This design comes from an exercise in tuning for small area and a short achievable clock period on the open sky130 flow, not from production work. The RTL was checked by simulation tests, not by an equivalence proof against the original design. Power figures rest on the tool's default switching activity, not on a simulated workload.

indigo:
## alu_top
module alu_top (
  input  wire        clk,
  input  wire        rst,
  input  wire        en,
  input  wire [70:0] req,
  output wire [15:0] res,
  output wire [3:0]  flags,
  output wire        done
);
Size in the first run: ~2200 cells after synthesis, roughly 21 flip-flops, roughly 95 I/O pins, roughly 10000 sq um of cells after synthesis.
clock: 11.5 ns
lec_check: 0
abc_area: 1
cap_margin: 20
core_margin: 2
core_utilization: 60
place_density: 0.75
setup_slack_margin: 5
slew_margin: 20
standard.sh (not shown) runs the stock make flow with config.mk's settings and CLKGATE_MAP_FILE= SYNTH_SCRIPT=/design/flow/synth_recipe.tcl, a recipe that flattens the netlist after the stock synthesis.
==> flow/flow/run.sh <==
#!/bin/bash
# The standard layout with two changes: synthesis without full-adder
# extraction (ABC then sees and times the adder and multiplier logic whole),
# and the port buffers made from buf_1 rather than the delay cell
# buffer_ports picks by default; after global routing, cells on the 30% least critical paths are downsized (RECOVER_POWER).
set -euo pipefail
bash standard.sh ADDER_MAP_FILE= "BUFFER_PORTS_ARGS=-buffer_cell sky130_fd_sc_hd__buf_1" RECOVER_POWER=30 finish > standard.log 2>&1
#### Input delta (cedar over indigo)
# indigo
export LEC_CHECK = 0
export ABC_AREA = 1
export CAP_MARGIN = 20
export CORE_MARGIN = 2
export CORE_UTILIZATION = 60
export PLACE_DENSITY = 0.75
export SETUP_SLACK_MARGIN = 5
export SLEW_MARGIN = 20
create_clock -name core_clock -period 11.5 [get_ports {clk}]
# cedar
export LEC_CHECK = 0
export ABC_AREA = 1
export CAP_MARGIN = 20
export CORE_MARGIN = 2
export CORE_UTILIZATION = 40
export SETUP_SLACK_MARGIN = 5
export SLEW_MARGIN = 20
create_clock -name core_clock -period 11.5 [get_ports {clk}]
==> flow/flow/run.sh <==
#!/bin/bash
# The standard layout with two changes: synthesis without full-adder
# extraction (ABC then sees and times the adder and multiplier logic whole),
# and the port buffers made from buf_2 rather than the delay cell
# buffer_ports picks by default; timing repair aims at 5.4 ns of setup slack.
set -euo pipefail
bash standard.sh ADDER_MAP_FILE= "BUFFER_PORTS_ARGS=-buffer_cell sky130_fd_sc_hd__buf_2" SETUP_SLACK_MARGIN=5.4 finish > standard.log 2>&1
## What came out
Of indigo and cedar, the higher effective utilization at floorplan belongs to indigo.
Relative to indigo, the data arrival time of the critical path of cedar is lower by 0.34 ns.
cedar vs indigo on final critical-path setup slack: cedar is the higher one.
Diff indigo -> cedar: path length in cells of the critical path now larger; worst relative slew slack now larger; part of the cycle the worst path needs now smaller.
The following lists how quartz was set up differently from cedar:
# cedar
export LEC_CHECK = 0
export ABC_AREA = 1
export CAP_MARGIN = 20
export CORE_MARGIN = 2
export CORE_UTILIZATION = 40
export SETUP_SLACK_MARGIN = 5
export SLEW_MARGIN = 20
create_clock -name core_clock -period 11.5 [get_ports {clk}]
# quartz
export LEC_CHECK = 0
export ABC_AREA = 1
export CAP_MARGIN = 20
export CORE_MARGIN = 2
export CORE_UTILIZATION = 40
export SETUP_SLACK_MARGIN = 4
export SLEW_MARGIN = 20
create_clock -name core_clock -period 11.5 [get_ports {clk}]
==> flow/flow/run.sh <==
#!/bin/bash
# The standard layout, with synthesis left to ABC alone: no full-adder
# extraction, so ABC sees (and times) the adder and multiplier logic whole.
set -euo pipefail
bash standard.sh ADDER_MAP_FILE= finish > standard.log 2>&1
[summary]
- quartz against cedar: growth of design area from synthesis to finish shrank by 5.3 points; post-placement worst setup slack -0.073 ns.
- Summary of the comparison: share of cells above drive strength 1 is lower in quartz, relative to cedar.
- Looking only at number of ordinary and repair buffers in the finished layout, and setting everything else aside, the higher value of cedar and quartz goes to cedar.


== v34 ==
alu_top again, from the RTL that the note above started with.
export LEC_CHECK = 0
export ABC_AREA = 1
export CAP_MARGIN = 20
export CORE_MARGIN = 2
export CORE_UTILIZATION = 40
export SETUP_SLACK_MARGIN = 4.5
export SLEW_MARGIN = 20
create_clock -name core_clock -period 11.5 [get_ports {clk}]
==> flow/flow/run.sh <==
#!/bin/bash
# The standard layout with two changes: synthesis without full-adder
# extraction (ABC then sees and times the adder and multiplier logic whole),
# and the port buffers made from buf_2 rather than the delay cell
# buffer_ports picks by default.
set -euo pipefail
bash standard.sh ADDER_MAP_FILE= "BUFFER_PORTS_ARGS=-buffer_cell sky130_fd_sc_hd__buf_2" finish > standard.log 2>&1
The flow did not stop early for v34: all stages ran, and the layout cleared the timing, design-rule and antenna checks.
Here is what was changed in the inputs of v37 compared with v34.
# v34
export LEC_CHECK = 0
export ABC_AREA = 1
export CAP_MARGIN = 20
export CORE_MARGIN = 2
export CORE_UTILIZATION = 40
export SETUP_SLACK_MARGIN = 4.5
export SLEW_MARGIN = 20
create_clock -name core_clock -period 11.5 [get_ports {clk}]
# v37
export LEC_CHECK = 0
export ABC_AREA = 1
export CAP_MARGIN = 20
export CORE_MARGIN = 2
export CORE_UTILIZATION = 55
export PLACE_DENSITY = 0.8
export SETUP_SLACK_MARGIN = 5
export SLEW_MARGIN = 20
create_clock -name core_clock -period 11.5 [get_ports {clk}]
==> flow/flow/run.sh <==
#!/bin/bash
# The standard layout with two changes: synthesis without full-adder
# extraction (ABC then sees and times the adder and multiplier logic whole),
# and the port buffers made from buf_1 rather than the delay cell
# buffer_ports picks by default.
set -euo pipefail
bash standard.sh ADDER_MAP_FILE= "BUFFER_PORTS_ARGS=-buffer_cell sky130_fd_sc_hd__buf_1" finish > standard.log 2>&1
==> comparison <==
- The via count reported for v37 is greater than that of v34 by about 4%.
- v37 against v34: well-tap cell count shrank by 101, data required time of the worst path grew by 20 ps, I/O pin total held steady, global-route wire length before repair shrank by about 3%.
- v34 → v37: share of the clock period used by the worst path saw a decrease, sequential power saw an increase, minimum clock period after layout saw a decrease, design area saw little to no change.
The inputs of v3 differ from those of v37 as listed below.
# v37
export LEC_CHECK = 0
export ABC_AREA = 1
export CAP_MARGIN = 20
export CORE_MARGIN = 2
export CORE_UTILIZATION = 55
export PLACE_DENSITY = 0.8
export SETUP_SLACK_MARGIN = 5
export SLEW_MARGIN = 20
create_clock -name core_clock -period 11.5 [get_ports {clk}]
# v3
export LEC_CHECK = 0
export ABC_AREA = 1
export CAP_MARGIN = 20
export CORE_MARGIN = 2
export CORE_UTILIZATION = 70
export PLACE_DENSITY = 0.9
export SETUP_SLACK_MARGIN = 5
export SLEW_MARGIN = 20
create_clock -name core_clock -period 11.5 [get_ports {clk}]
[summary]
- Sequential power: v37 vs v3 — no meaningful difference
- Relative to v37, the wire length on met3 of v3 is higher by 920 um.
- | share of total power in sequential cells | v37 vs v3 | ≈ equal |
- Part of the cycle the worst path needs was higher in the run labelled v3.
- | overall power | v3 vs v37 | worse |
- v3 vs v37 — cell count dropped 53.
Here is what was changed in the inputs of v11 compared with v3.
# v3
export LEC_CHECK = 0
export ABC_AREA = 1
export CAP_MARGIN = 20
export CORE_MARGIN = 2
export CORE_UTILIZATION = 70
export PLACE_DENSITY = 0.9
export SETUP_SLACK_MARGIN = 5
export SLEW_MARGIN = 20
create_clock -name core_clock -period 11.5 [get_ports {clk}]
# v11
export LEC_CHECK = 0
export ABC_AREA = 1
export CAP_MARGIN = 20
export CORE_MARGIN = 2
export CORE_UTILIZATION = 40
export SETUP_SLACK_MARGIN = 5
export SLEW_MARGIN = 20
create_clock -name core_clock -period 11.5 [get_ports {clk}]
==> flow/flow/run.sh <==
#!/bin/bash
# The standard layout, with synthesis left to ABC alone: no full-adder
# extraction, so ABC sees (and times) the adder and multiplier logic whole.
set -euo pipefail
bash standard.sh ADDER_MAP_FILE= finish > standard.log 2>&1
Findings:
Diff v3 -> v11: clock share of power shows no meaningful change; via density per instance went down about 12%; wire length up about 11%.
Here is what was changed in the inputs of v38 compared with v11.
# v11
export LEC_CHECK = 0
export ABC_AREA = 1
export CAP_MARGIN = 20
export CORE_MARGIN = 2
export CORE_UTILIZATION = 40
export SETUP_SLACK_MARGIN = 5
export SLEW_MARGIN = 20
create_clock -name core_clock -period 11.5 [get_ports {clk}]
# v38
export LEC_CHECK = 0
export ABC_AREA = 1
export CAP_MARGIN = 20
export CORE_MARGIN = 2
export CORE_UTILIZATION = 60
export PLACE_DENSITY = 0.75
export SETUP_SLACK_MARGIN = 5
export SLEW_MARGIN = 20
create_clock -name core_clock -period 11.5 [get_ports {clk}]
==> flow/flow/run.sh <==
#!/bin/bash
# The standard layout with two changes: synthesis without full-adder
# extraction (ABC then sees and times the adder and multiplier logic whole),
# and the port buffers made from buf_1 rather than the delay cell
# buffer_ports picks by default; after global routing, cells on the 80% least critical paths are downsized (RECOVER_POWER).
set -euo pipefail
bash standard.sh ADDER_MAP_FILE= "BUFFER_PORTS_ARGS=-buffer_cell sky130_fd_sc_hd__buf_1" RECOVER_POWER=80 finish > standard.log 2>&1
### Flow results
- Achievable clock frequency of v38 falls short of that of v11 by more than a quarter.
- Per the comparison of v38 with v11, overall power consumption saw a decrease; wire length saw a decrease.
- Going from v11 to v38, global-route wire length before repair decreased by about 8% relative to the old numbers; layout overhead on the synthesized area decreased by 14 points relative to the old numbers.
- v38 and v11: one clean run, v11; the rest did not finish clean.
Edits applied to the flow inputs when going from v38 to v49:
==> flow/flow/run.sh <==
#!/bin/bash
# The standard layout with two changes: synthesis without full-adder
# extraction (ABC then sees and times the adder and multiplier logic whole),
# and the port buffers made from buf_1 rather than the delay cell
# buffer_ports picks by default.
set -euo pipefail
bash standard.sh ADDER_MAP_FILE= "BUFFER_PORTS_ARGS=-buffer_cell sky130_fd_sc_hd__buf_1" finish > standard.log 2>&1
--- outcome ---
- Between v38 and v49, the worst slew margin relative to its limit is lower for v38.
- Between v38 and v49, the total detailed-routing wirelength figures differ only marginally.
- v49 was carried through to the last stage, and its layout satisfied the timing, design-rule and antenna checks.
- Diff v38..v49 | register area share after synthesis | unchanged
- The run showing the greater slew at the pin with the worst max-slew slack is v38.
- Power density over the cells: v49 vs v38 — no meaningful difference
- v49 packs its core tighter than v38.
- Diff v38 -> v49: cell area stayed essentially flat; minimum setup slack in the final design now larger.


Another version of the RTL of alu_top (not shown whole).
Size in the first run: roughly 1700 cells after synthesis, about 21 flip-flops, ~95 I/O pins, about 11000 um^2 of cells after synthesis.
export LEC_CHECK = 0
export ABC_AREA = 1
export CAP_MARGIN = 20
export CORE_MARGIN = 2
export CORE_UTILIZATION = 40
export SETUP_SLACK_MARGIN = 5
export SLEW_MARGIN = 20
create_clock -name core_clock -period 11.5 [get_ports {clk}]
run.sh (not shown) runs the stock make flow with config.mk's settings and CLKGATE_MAP_FILE= SYNTH_SCRIPT=/design/flow/synth_recipe.tcl, a recipe that flattens the netlist after the stock synthesis.
Stock flow here: none of the scripts above is used.
The first run ran to the end with no violations.
Edit:
Settings changed: SETUP_SLACK_MARGIN 5 to 4.
The changed run completed with no timing, DRC or antenna violations. Wire length fell by 3.5%. Final cell count is lower by 1.8%. Register-to-register slack improved by 0.06 ns. Sequential share of layout area increases by 0.20 points. Power went down by 22%. Flip-flop and latch count does not change. Cell area came out lower by 6.4%.


Another version of the RTL of alu_top (not shown whole).
Size in the first run: about 1800 cells after synthesis, roughly 0.011 mm^2 of cells after synthesis.
clock: 11.5 ns
lec_check: 0
abc_area: 1
cap_margin: 20
core_margin: 2
core_utilization: 40
setup_slack_margin: 3
slew_margin: 20
The first run passed the timing, design-rule and antenna checks.
Edit:
- SETUP_SLACK_MARGIN: 3 -> not set
Outcome: Combinational power hardly moves; flip-flop and latch count does not change; power went down by 0.44%; routed wire length went down by 0.49%; hold slack hardly moves.


## wip/zinc
RTL: one of the versions met above, not the one the previous note started from.
Size: about 2200 cells after synthesis, about 21 flip-flops, about 0.010 mm^2 of cells after synthesis.
==> flow/config.mk <==
export PLATFORM = sky130hd
export DESIGN_NAME = alu_top
export DESIGN_NICKNAME = alu_top
export VERILOG_FILES = /design/flow/design.v
export SDC_FILE = /design/flow/constraint.sdc
export NUM_CORES = 4
export LEC_CHECK = 0
export ABC_AREA = 1
export CAP_MARGIN = 20
export CORE_MARGIN = 2
export CORE_UTILIZATION = 40
export SLEW_MARGIN = 20
==> flow/constraint.sdc <==
create_clock -name core_clock -period 11.5 [get_ports {clk}]
set_input_delay 2.3000 -clock core_clock [delete_from_list [all_inputs] [get_ports {clk}]]
set_output_delay 2.3000 -clock core_clock [all_outputs]
set_load 0.01 [all_outputs]
standard.sh (not shown) runs the stock make flow with config.mk's settings and CLKGATE_MAP_FILE= SYNTH_SCRIPT=/design/flow/synth_recipe.tcl, a recipe that flattens the netlist after the stock synthesis.
==> flow/flow/run.sh <==
#!/bin/bash
# The standard layout, with synthesis left to ABC alone: no full-adder
# extraction, so ABC sees (and times) the adder and multiplier logic whole.
set -euo pipefail
bash standard.sh ADDER_MAP_FILE= finish > standard.log 2>&1
wip/zinc: PASS, flow complete, no timing, DRC or antenna violations
The following lists how wip/fjord was set up differently from wip/zinc:
# wip/zinc
export LEC_CHECK = 0
export ABC_AREA = 1
export CAP_MARGIN = 20
export CORE_MARGIN = 2
export CORE_UTILIZATION = 40
export SLEW_MARGIN = 20
create_clock -name core_clock -period 11.5 [get_ports {clk}]
# wip/fjord
export LEC_CHECK = 0
export ABC_AREA = 1
export CAP_MARGIN = 20
export CORE_MARGIN = 2
export CORE_UTILIZATION = 60
export PLACE_DENSITY = 0.75
export SETUP_SLACK_MARGIN = 5
export SLEW_MARGIN = 20
create_clock -name core_clock -period 11.5 [get_ports {clk}]
==> flow/flow/run.sh <==
#!/bin/bash
# The standard layout with two changes: synthesis without full-adder
# extraction (ABC then sees and times the adder and multiplier logic whole),
# and the port buffers made from buf_2 rather than the delay cell
# buffer_ports picks by default.
set -euo pipefail
bash standard.sh ADDER_MAP_FILE= "BUFFER_PORTS_ARGS=-buffer_cell sky130_fd_sc_hd__buf_2" finish > standard.log 2>&1
wip/fjord against wip/zinc; via count is up by a few percent.
Diff wip/zinc -> wip/fjord | total power | decrease of 2.1%
wip/zinc → wip/fjord: number of global-route vias before repair decreased 121, combinational group power closely matched the old numbers.
In wip/fjord the worst setup slack turned out 1070 ps higher than in wip/zinc.
The floorplan die height in wip/fjord sits about 18% below the value recorded for wip/zinc.
Number of gates on the worst path with buffers counted of wip/zinc is on par with wip/fjord.
Compared with wip/zinc, wip/fjord shows number of resized instances in the post-cts repair step higher by 7.
wip/fjord against wip/zinc: first-iteration DRC count higher; non-clock buffer count higher.


## run 1
alu_top again, from the RTL that the note above started with.
clock: 11.5 ns
lec_check: 0
abc_area: 1
cap_margin: 20
core_margin: 2
core_utilization: 40
setup_slack_margin: 5
slew_margin: 20
==> flow/flow/run.sh <==
#!/bin/bash
# The standard layout with two changes: synthesis without full-adder
# extraction (ABC then sees and times the adder and multiplier logic whole),
# and the port buffers made from buf_2 rather than the delay cell
# buffer_ports picks by default.
set -euo pipefail
bash standard.sh ADDER_MAP_FILE= "BUFFER_PORTS_ARGS=-buffer_cell sky130_fd_sc_hd__buf_2" finish > standard.log 2>&1
## Diff of input files: run 2 against run 1
- PLACE_DENSITY: unset -> 0.75
- CORE_UTILIZATION: 40 -> 60
==> flow/flow/run.sh <==
#!/bin/bash
# The standard layout with two changes: synthesis without full-adder
# extraction (ABC then sees and times the adder and multiplier logic whole),
# and the port buffers made from buf_1 rather than the delay cell
# buffer_ports picks by default; timing repair aims at 5.25 ns of setup slack.
set -euo pipefail
bash standard.sh ADDER_MAP_FILE= "BUFFER_PORTS_ARGS=-buffer_cell sky130_fd_sc_hd__buf_1" SETUP_SLACK_MARGIN=5.25 finish > standard.log 2>&1
Findings:
- Diff run 1 -> run 2: sequential cell area share roughly the same, detailed-routing wirelength on met1 saw a decrease, fraction of area in multi-input gates saw an increase, share of power burned in combinational logic has decreased.
- The flow did not stop early for run 2: all stages ran, and the layout cleared the timing, design-rule and antenna checks.
- Run 1 | status: complete | timing, DRC, antenna: pass
- Run 2 consumes less power than run 1 does.

==> separate check: timing with driven ports <==
No port has a modelled driver above. Below, the same layouts with a new extraction and two added sets of constraints.
Step 1 assumes that a clkbuf_16 drives the clock port and a buf_2 every other input.
Step 2 moves the port delays by t, midway between the first and last clock arrival at a register: inputs arrive t later, outputs are due t later. That takes back most of the time a late clock gives input paths.
Slacks: ideal / step 1 / step 2; pairs: ideal / step 1.
run	shift t [ns]	setup WS [ns]	worst data-port slew with drivers (ns)
indigo	0.282	5.392 / 5.373 / 5.090	0.05
cedar	0.279	5.664 / 5.591 / 5.313	0.14
quartz	0.282	4.496 / 4.496 / 4.214	0.05
v34	0.278	4.893 / 4.906 / 4.628	0.04
v37	0.281	5.354 / 5.334 / 5.053	0.05
v3	0.280	5.245 / 5.252 / 4.973	0.04
v11	0.283	5.195 / 5.202 / 4.919	0.05
v38	0.282	2.985 / 2.981 / 2.699	0.05
v49	0.282	5.394 / 5.375 / 5.093	0.05
the first run of note 3	0.278	3.997 / 3.985 / 3.707	0.06
the second run of note 3	0.276	3.955 / 3.932 / 3.656	0.06
the first run of note 4	0.281	3.305 / 3.310 / 3.029	0.06
the second run of note 4	0.281	2.636 / 2.642 / 2.361	0.05
wip/zinc	0.282	4.216 / 4.222 / 3.940	0.05
wip/fjord	0.281	5.281 / 5.291 / 5.010	0.06
run 1	0.278	5.228 / 5.241 / 4.963	0.05
run 2	0.281	5.533 / 5.537 / 5.256	0.06
For cedar, which loses most, drivers alone change the setup slack by -0.073 ns; drivers and shift together by -0.351 ns.
